Source: an optimization exercise on an open RTL-to-GDS flow (aim: small area, a short achievable clock period and few clock cycles). Production flows keep margins and buffers that such runs may drop. Where RTL was checked, it was by simulation tests only, not by an equivalence proof against the original. Power figures rest on the tool's default switching activity, not on a simulated workload.

==> 06-01: inputs <==
// chunk_bounds_centroid_reduce
module chunk_bounds_centroid_reduce #(
   parameter int CHUNK_LEN = cbcr_pkg::CHUNK_LEN_DEF
) (
   input  logic         clock,
   input  logic         reset,
   input  logic         req_tvalid,
   output logic         req_tready,
   input  logic [191:0] req_tdata,
   input  logic         req_tlast,
   output logic         rsp_tvalid,
   input  logic         rsp_tready,
   output logic [375:0] rsp_tdata
);
clock: 13.0 ns
lec_check: 0
cap_margin: 20
core_margin: 2
core_utilization: 40
slew_margin: 20
run.sh (not shown) runs the stock make flow with config.mk's settings and CLKGATE_MAP_FILE= SYNTH_SCRIPT=/design/flow/synth_recipe.tcl, a recipe that flattens the netlist after the stock synthesis.
==> inputs of 07-04, as changes to 06-01 <==
--- a/flow/design.v
+++ b/flow/design.v
@@ -5,11 +5,16 @@
    localparam int BOX_W     = 34;
    localparam int SIZE_W    = 33;
    localparam int CNT_OUT_W = 9;
    localparam int START_W   = 32;
    localparam int AXES      = 3;
-   localparam int DIV_BITS  = 4;
+   localparam int DIV_BITS  = 2;
+   localparam int DIV_CYC   = (POS_W + DIV_BITS - 1) / DIV_BITS;
+   localparam int DIV_STEPS = DIV_CYC * DIV_BITS;
+   localparam bit READY_THRU = 1'b0;
+   localparam int SIZE_BITS = 3;
+   localparam int SIZE_CYC  = (SIZE_W + SIZE_BITS - 1) / SIZE_BITS;
 endpackage
 module cbcr_div #(
    parameter int REM_W = 8,
    parameter int Q_W   = 32,
    parameter int BITS  = 4
@@ -38,11 +43,13 @@
       end
       word_out = {rem, q};
    end
 endmodule
 module cbcr_ctrl #(
-   parameter int DIV_CYC = 8
+   parameter int DIV_CYC = 16,
+   parameter bit READY_THRU = 1'b0,
+   parameter int SIZE_CYC = 11
 ) (
    input  logic clock,
    input  logic reset,
    input  logic req_tvalid,
    output logic req_tready,
@@ -50,26 +57,30 @@
    input  logic rsp_tready,
    input  logic s1_last,      
    input  logic fill_full,    
    output logic fold,         
    output logic div_step,     
+   output logic fix,          
+   output logic size_step,    
    output logic xfer          
 );
-   localparam int STEP_W = (DIV_CYC > 1) ? $clog2(DIV_CYC) : 1;
+   localparam int STEP_W = $clog2(DIV_CYC + 1);
    logic              s1_v_ff;
    logic              div_ff;
    logic              out_ff;
    logic [STEP_W-1:0] step_ff;
    logic              close;
    logic              step_last;
    assign fold       = s1_v_ff;
    assign close      = s1_v_ff && (s1_last || fill_full);
-   assign div_step   = div_ff;
-   assign step_last  = (step_ff == STEP_W'(DIV_CYC - 1));
+   assign div_step   = div_ff && !step_last;
+   assign fix        = div_ff && step_last;
+   assign size_step  = div_ff && (step_ff < STEP_W'(SIZE_CYC));
+   assign step_last  = (step_ff == STEP_W'(DIV_CYC));
    assign xfer       = out_ff && rsp_tready;
    assign rsp_tvalid = out_ff;
-   assign req_tready = !div_ff && !out_ff && !close;
+   assign req_tready = out_ff ? (READY_THRU && rsp_tready) : (!div_ff && !close);
    always_ff @(posedge clock) begin
       if (reset) begin
          s1_v_ff <= 1'b0;
          div_ff  <= 1'b0;
          out_ff  <= 1'b0;
@@ -92,10 +103,12 @@
    input  logic         reset,
    input  logic [191:0] req_tdata,
    input  logic         req_tlast,
    input  logic         fold,
    input  logic         div_step,
+   input  logic         fix,
+   input  logic         size_step,
    input  logic         xfer,
    output logic         s1_last,
    output logic         fill_full,
    output logic [375:0] rsp_tdata
 );
@@ -105,26 +118,35 @@
    localparam int SIZE_W  = cbcr_pkg::SIZE_W;
    localparam int START_W = cbcr_pkg::START_W;
    localparam int AXES    = cbcr_pkg::AXES;
    localparam int CNT_W   = $clog2(CHUNK_LEN + 1);
    localparam int REM_W   = CNT_W - 1;
-   localparam int SUM_W   = POS_W + REM_W;
+   localparam int ACC_W   = POS_W + REM_W;
+   localparam int STEPS   = cbcr_pkg::DIV_STEPS;
+   localparam int SUM_W   = STEPS + REM_W;
+   localparam int BND_W   = BOX_W - 1;
    logic [POS_W-1:0]   p_ff [AXES];
    logic [SCALE_W-1:0] r_ff;
    logic               last_ff;
    logic [SCALE_W-1:0] sx, sy, sz, radius;
    logic [SUM_W-1:0]   sum_ff [AXES];
-   logic [BOX_W-1:0]   lo_ff  [AXES];
-   logic [BOX_W-1:0]   hi_ff  [AXES];
+   logic [BND_W-1:0]   lo_ff  [AXES];
+   logic [BND_W-1:0]   hi_ff  [AXES];
    logic [SCALE_W-1:0] peak_ff;
    logic [CNT_W-1:0]   fill_ff;
    logic [START_W-1:0] start_ff;
    logic               first;
    logic [SUM_W-1:0]   sum_in [AXES];
    logic [SUM_W-1:0]   div_out [AXES];
-   logic [BOX_W-1:0]   lo_new [AXES];
-   logic [BOX_W-1:0]   hi_new [AXES];
+   logic [BND_W-1:0]   lo_c   [AXES];
+   logic [BND_W-1:0]   hi_c   [AXES];
+   logic               lo_take [AXES];
+   logic               hi_take [AXES];
+   localparam int SB = cbcr_pkg::SIZE_BITS;
+   logic [SB-1:0]      size_bits  [AXES];
+   logic               borrow_out [AXES];
+   logic               borrow_ff  [AXES];
    logic [POS_W-1:0]   center [AXES];
    logic [SIZE_W-1:0]  size   [AXES];
    assign sx = req_tdata[126:96];
    assign sy = req_tdata[157:127];
    assign sz = req_tdata[188:158];
@@ -146,44 +168,58 @@
    assign fill_full = (fill_ff == CNT_W'(CHUNK_LEN - 1));
    assign first     = (fill_ff == '0);
    for (genvar g = 0; g < AXES; g++) begin : g_axis
       cbcr_div #(
          .REM_W (REM_W),
-         .Q_W   (POS_W),
+         .Q_W   (STEPS),
          .BITS  (DIV_BITS)
       ) u_div (
          .word_in  (sum_ff[g]),
          .divisor  (fill_ff),
          .word_out (div_out[g])
       );
       always_comb begin
-         logic [BOX_W-1:0] pe, re, lo_c, hi_c;
-         sum_in[g] = (first ? SUM_W'(0) : sum_ff[g])
-                   + SUM_W'({~p_ff[g][POS_W-1], p_ff[g][POS_W-2:0]});
-         pe   = BOX_W'($signed(p_ff[g]));
-         re   = BOX_W'(r_ff);
-         lo_c = pe - re;
-         hi_c = pe + re;
-         lo_new[g] = (first || $signed(lo_c) < $signed(lo_ff[g])) ? lo_c : lo_ff[g];
-         hi_new[g] = (first || $signed(hi_c) > $signed(hi_ff[g])) ? hi_c : hi_ff[g];
+         logic [BND_W-1:0] pe, re;
+         logic [ACC_W-1:0] acc;
+         logic [POS_W-1:0] q;
+         logic             up, lsb;
+         q   = sum_ff[g][POS_W-1:0];
+         up  = fix && !q[POS_W-1] && (sum_ff[g][SUM_W-1:STEPS] != '0);
+         {acc, lsb} = {(first ? ACC_W'(0) : sum_ff[g][ACC_W-1:0]), up}
+                    + {ACC_W'({~p_ff[g][POS_W-1], p_ff[g][POS_W-2:0]} & {POS_W{fold}}), up};
+         sum_in[g] = SUM_W'(acc);
+         pe   = BND_W'($signed(p_ff[g]));
+         re   = BND_W'(r_ff);
+         lo_c[g] = pe - re;
+         hi_c[g] = pe + re;
+         lo_take[g] = first || $signed(lo_c[g]) < $signed(lo_ff[g]);
+         hi_take[g] = first || $signed(hi_c[g]) > $signed(hi_ff[g]);
+      end
+      always_comb begin
+         logic [SB:0] d;
+         d = {1'b0, hi_ff[g][SB-1:0]} - {1'b0, lo_ff[g][SB-1:0]} - (SB+1)'(borrow_ff[g]);
+         size_bits[g]  = d[SB-1:0];
+         borrow_out[g] = d[SB];
       end
       always_ff @(posedge clock) begin
-         if (fold) begin
+         if (fold || fix) begin
             sum_ff[g] <= sum_in[g];
-            lo_ff[g]  <= lo_new[g];
-            hi_ff[g]  <= hi_new[g];
          end else if (div_step) begin
             sum_ff[g] <= div_out[g];
          end
+         if (size_step) begin
+            lo_ff[g] <= {lo_ff[g][SB-1:0], lo_ff[g][BND_W-1:SB]};
+            hi_ff[g] <= {size_bits[g], hi_ff[g][BND_W-1:SB]};
+         end else if (fold) begin
+            if (lo_take[g]) lo_ff[g] <= lo_c[g];
+            if (hi_take[g]) hi_ff[g] <= hi_c[g];
+         end
+         borrow_ff[g] <= size_step && borrow_out[g];
       end
       always_comb begin
-         logic [POS_W-1:0] q;
-         logic             up;
-         q  = sum_ff[g][POS_W-1:0];
-         up = !q[POS_W-1] && (sum_ff[g][SUM_W-1:POS_W] != '0);
-         center[g] = {~q[POS_W-1], q[POS_W-2:0]} + POS_W'(up);
-         size[g]   = SIZE_W'(hi_ff[g] - lo_ff[g]);
+         center[g] = {~sum_ff[g][POS_W-1], sum_ff[g][POS_W-2:0]};
+         size[g]   = SIZE_W'(hi_ff[g]);
       end
    end
    always_ff @(posedge clock) begin
       if (fold) peak_ff <= (first || r_ff > peak_ff) ? r_ff : peak_ff;
    end
@@ -198,11 +234,12 @@
          fill_ff  <= fill_ff + CNT_W'(1);
       end
    end
    assign rsp_tdata = {7'b0000000,
                        size[2], size[1], size[0],
-                       lo_ff[2], lo_ff[1], lo_ff[0],
+                       lo_ff[2][BND_W-1], lo_ff[2], lo_ff[1][BND_W-1], lo_ff[1],
+                       lo_ff[0][BND_W-1], lo_ff[0],
                        peak_ff,
                        center[2], center[1], center[0],
                        fill_ff, start_ff};
 endmodule
 module chunk_bounds_centroid_reduce #(
@@ -216,14 +253,16 @@
    input  logic         req_tlast,
    output logic         rsp_tvalid,
    input  logic         rsp_tready,
    output logic [375:0] rsp_tdata
 );
-   localparam int DIV_CYC = cbcr_pkg::POS_W / cbcr_pkg::DIV_BITS;
-   logic s1_last, fill_full, fold, div_step, xfer;
+   localparam int DIV_CYC = cbcr_pkg::DIV_CYC;
+   logic s1_last, fill_full, fold, div_step, fix, size_step, xfer;
    cbcr_ctrl #(
-      .DIV_CYC (DIV_CYC)
+      .DIV_CYC    (DIV_CYC),
+      .READY_THRU (cbcr_pkg::READY_THRU),
+      .SIZE_CYC   (cbcr_pkg::SIZE_CYC)
    ) u_ctrl (
       .clock      (clock),
       .reset      (reset),
       .req_tvalid (req_tvalid),
       .req_tready (req_tready),
@@ -231,10 +270,12 @@
       .rsp_tready (rsp_tready),
       .s1_last    (s1_last),
       .fill_full  (fill_full),
       .fold       (fold),
       .div_step   (div_step),
+      .fix        (fix),
+      .size_step  (size_step),
       .xfer       (xfer)
    );
    cbcr_datapath #(
       .CHUNK_LEN (CHUNK_LEN),
       .DIV_BITS  (cbcr_pkg::DIV_BITS)
@@ -243,10 +284,12 @@
       .reset     (reset),
       .req_tdata (req_tdata),
       .req_tlast (req_tlast),
       .fold      (fold),
       .div_step  (div_step),
+      .fix       (fix),
+      .size_step (size_step),
       .xfer      (xfer),
       .s1_last   (s1_last),
       .fill_full (fill_full),
       .rsp_tdata (rsp_tdata)
    );
==> flow/flow/run.sh (new file) <==
#!/bin/bash
# The standard layout, except: adders' carry logic starts from the map in
# flow/lcu.v, the port buffers are the smallest buffer cell, and timing
# repair aims for more setup slack.
set -euo pipefail
here=$(pwd)
bash standard.sh "SYNTH_OPERATIONS_ARGS=-extra-map $here/flow/lcu.v" \
   "BUFFER_PORTS_ARGS=-buffer_cell sky130_fd_sc_hd__buf_1" SETUP_SLACK_MARGIN=8.5 finish > standard.log 2>&1
==> flow/flow/lcu.v (new file) <==
(* techmap_celltype = "$lcu" *)
module _80_lcu_sklansky (P, G, CI, CO);
	parameter WIDTH = 2;

	(* force_downto *)
	input [WIDTH-1:0] P, G;
	input CI;

	(* force_downto *)
	output [WIDTH-1:0] CO;

	integer i, j;
	(* force_downto *)
	reg [WIDTH-1:0] p, g;

	wire [1023:0] _TECHMAP_DO_ = "proc; opt -fast";

	always @* begin
		p = P;
		g = G;

		// in almost all cases CI will be constant zero
		g[0] = g[0] | (p[0] & CI);

		for (i = 0; i < $clog2(WIDTH); i = i + 1) begin
			// iterate in reverse so we don't confuse a result from this stage and the previous
			for (j = WIDTH - 1; j >= 0; j = j - 1) begin
				if (j & 2**i) begin
					g[j] = g[j] | p[j] & g[(j & ~(2**i - 1)) - 1];
					p[j] = p[j] & p[(j & ~(2**i - 1)) - 1];
				end
			end
		end
	end

	assign CO = g;
endmodule
==> flow/standard.sh (new file) <==
#!/bin/bash
# synth_recipe.tcl (not shown) runs the flow's synth.tcl, then flattens the netlist and writes it again
# the make line also repeats each setting of config.mk as NAME=value (left out here)
make -C /OpenROAD-flow-scripts/flow DESIGN_CONFIG=/design/flow/config.mk WORK_HOME=/design/flow/orfs CLKGATE_MAP_FILE= SYNTH_SCRIPT=/design/flow/synth_recipe.tcl "${@:-finish}"
--- a/flow/config.mk
+++ b/flow/config.mk
@@ -6,6 +6,8 @@
 export NUM_CORES = 4
 export LEC_CHECK = 0
 export CAP_MARGIN = 20
 export CORE_MARGIN = 2
 export CORE_UTILIZATION = 40
+export CTS_BUF_LIST = sky130_fd_sc_hd__clkbuf_4 sky130_fd_sc_hd__clkbuf_8
 export SLEW_MARGIN = 20
+export TNS_END_PERCENT = 5
removed: flow/run.sh
==> qor summary <==
item	06-01	07-04
Status	finished clean	finished clean
Multiplexer share of the synthesized area	2.46%	3.72%
Most common cell type on the critical path	o21ai_0	a21o_1
Fraction of final layout cells with drive strength greater than 1	5.08%	12.1%
Relative area change from synthesis to final layout	19.8%	18.1%
Logic gate share of total power	73.8%	51.1%
Initial core utilization	40.3%	40.4%
Total instance count after detailed placement	7877	6615
Highest net fanout along the worst path	13	8
Achievable clock frequency	99.7 MHz	181 MHz
Clock buffer count in the final layout	92	144
Critical register-to-register path endpoint	u_datapath.sum_ff[1][34]	u_datapath.lo_ff[0][25]
Number of clock buffers inserted by TritonCTS	68	100
Share of the synthesized area in the top cell type	20.7%	23.8%
DR vias	45000	37200
Critical Path Slowest Stage Cell	dfxtp_1	dfxtp_4
Post-Layout Inst Area	60600 sq um	52100 sq um
Share of final layout cell area taken by non-clock buffers	10.2%	6.73%
Cell Area, Placed	58300 sq um	47300 sq um
Worst-case headroom to the max-slew limit	35.8%	16.5%
Final core utilization	48.3%	47.7%
Metal2 WL	78.3 mm	69.6 mm
Sw Pwr	0.00851 W	0.00370 W
Clock network power share	10.7%	20.5%
Internal power contribution	0.00970 W	0.00508 W
Flop-to-flop setup slack	2.97 ns	7.48 ns
Inverters	550	510
Testbench counts of 07-04, summed over its fixed seeds: cycles 79,926.
Function not checked in 06-01: the RTL went through the layout flow alone.

==> port drivers added, routing unchanged <==
In the flow no input, the clock included, has a driving cell. The finished layouts below were timed again as built, in two steps. Step 1 (the two cells are an assumption about what drives the block):
set clk [get_ports {clock}]
set_driving_cell -lib_cell sky130_fd_sc_hd__clkbuf_16 $clk
set_driving_cell -lib_cell sky130_fd_sc_hd__buf_2 [delete_from_list [all_inputs] $clk]
Step 2 also shifts input and output timing later by t, the mid clock arrival at the registers, as if the neighbouring blocks saw the same clock. a / b / c = no drivers / after step 1 / after step 2; a / b = the first two.
run	t, ns	slack for setup (ns)	hold WS [ns]	worst setup path at the end	worst data-port slew with drivers (ns)
06-01	0.749	2.969 / 2.969 / 2.969	0.429 / 0.429 / 0.429	register to register	0.14
07-04	0.843	7.479 / 7.479 / 7.015	0.449 / 0.449 / 0.449	input to register	0.13
After both steps every run listed still meets setup and hold. The setup slack of 07-04, which loses most, moves by 0.000 ns with the drivers and by -0.464 ns with both steps.
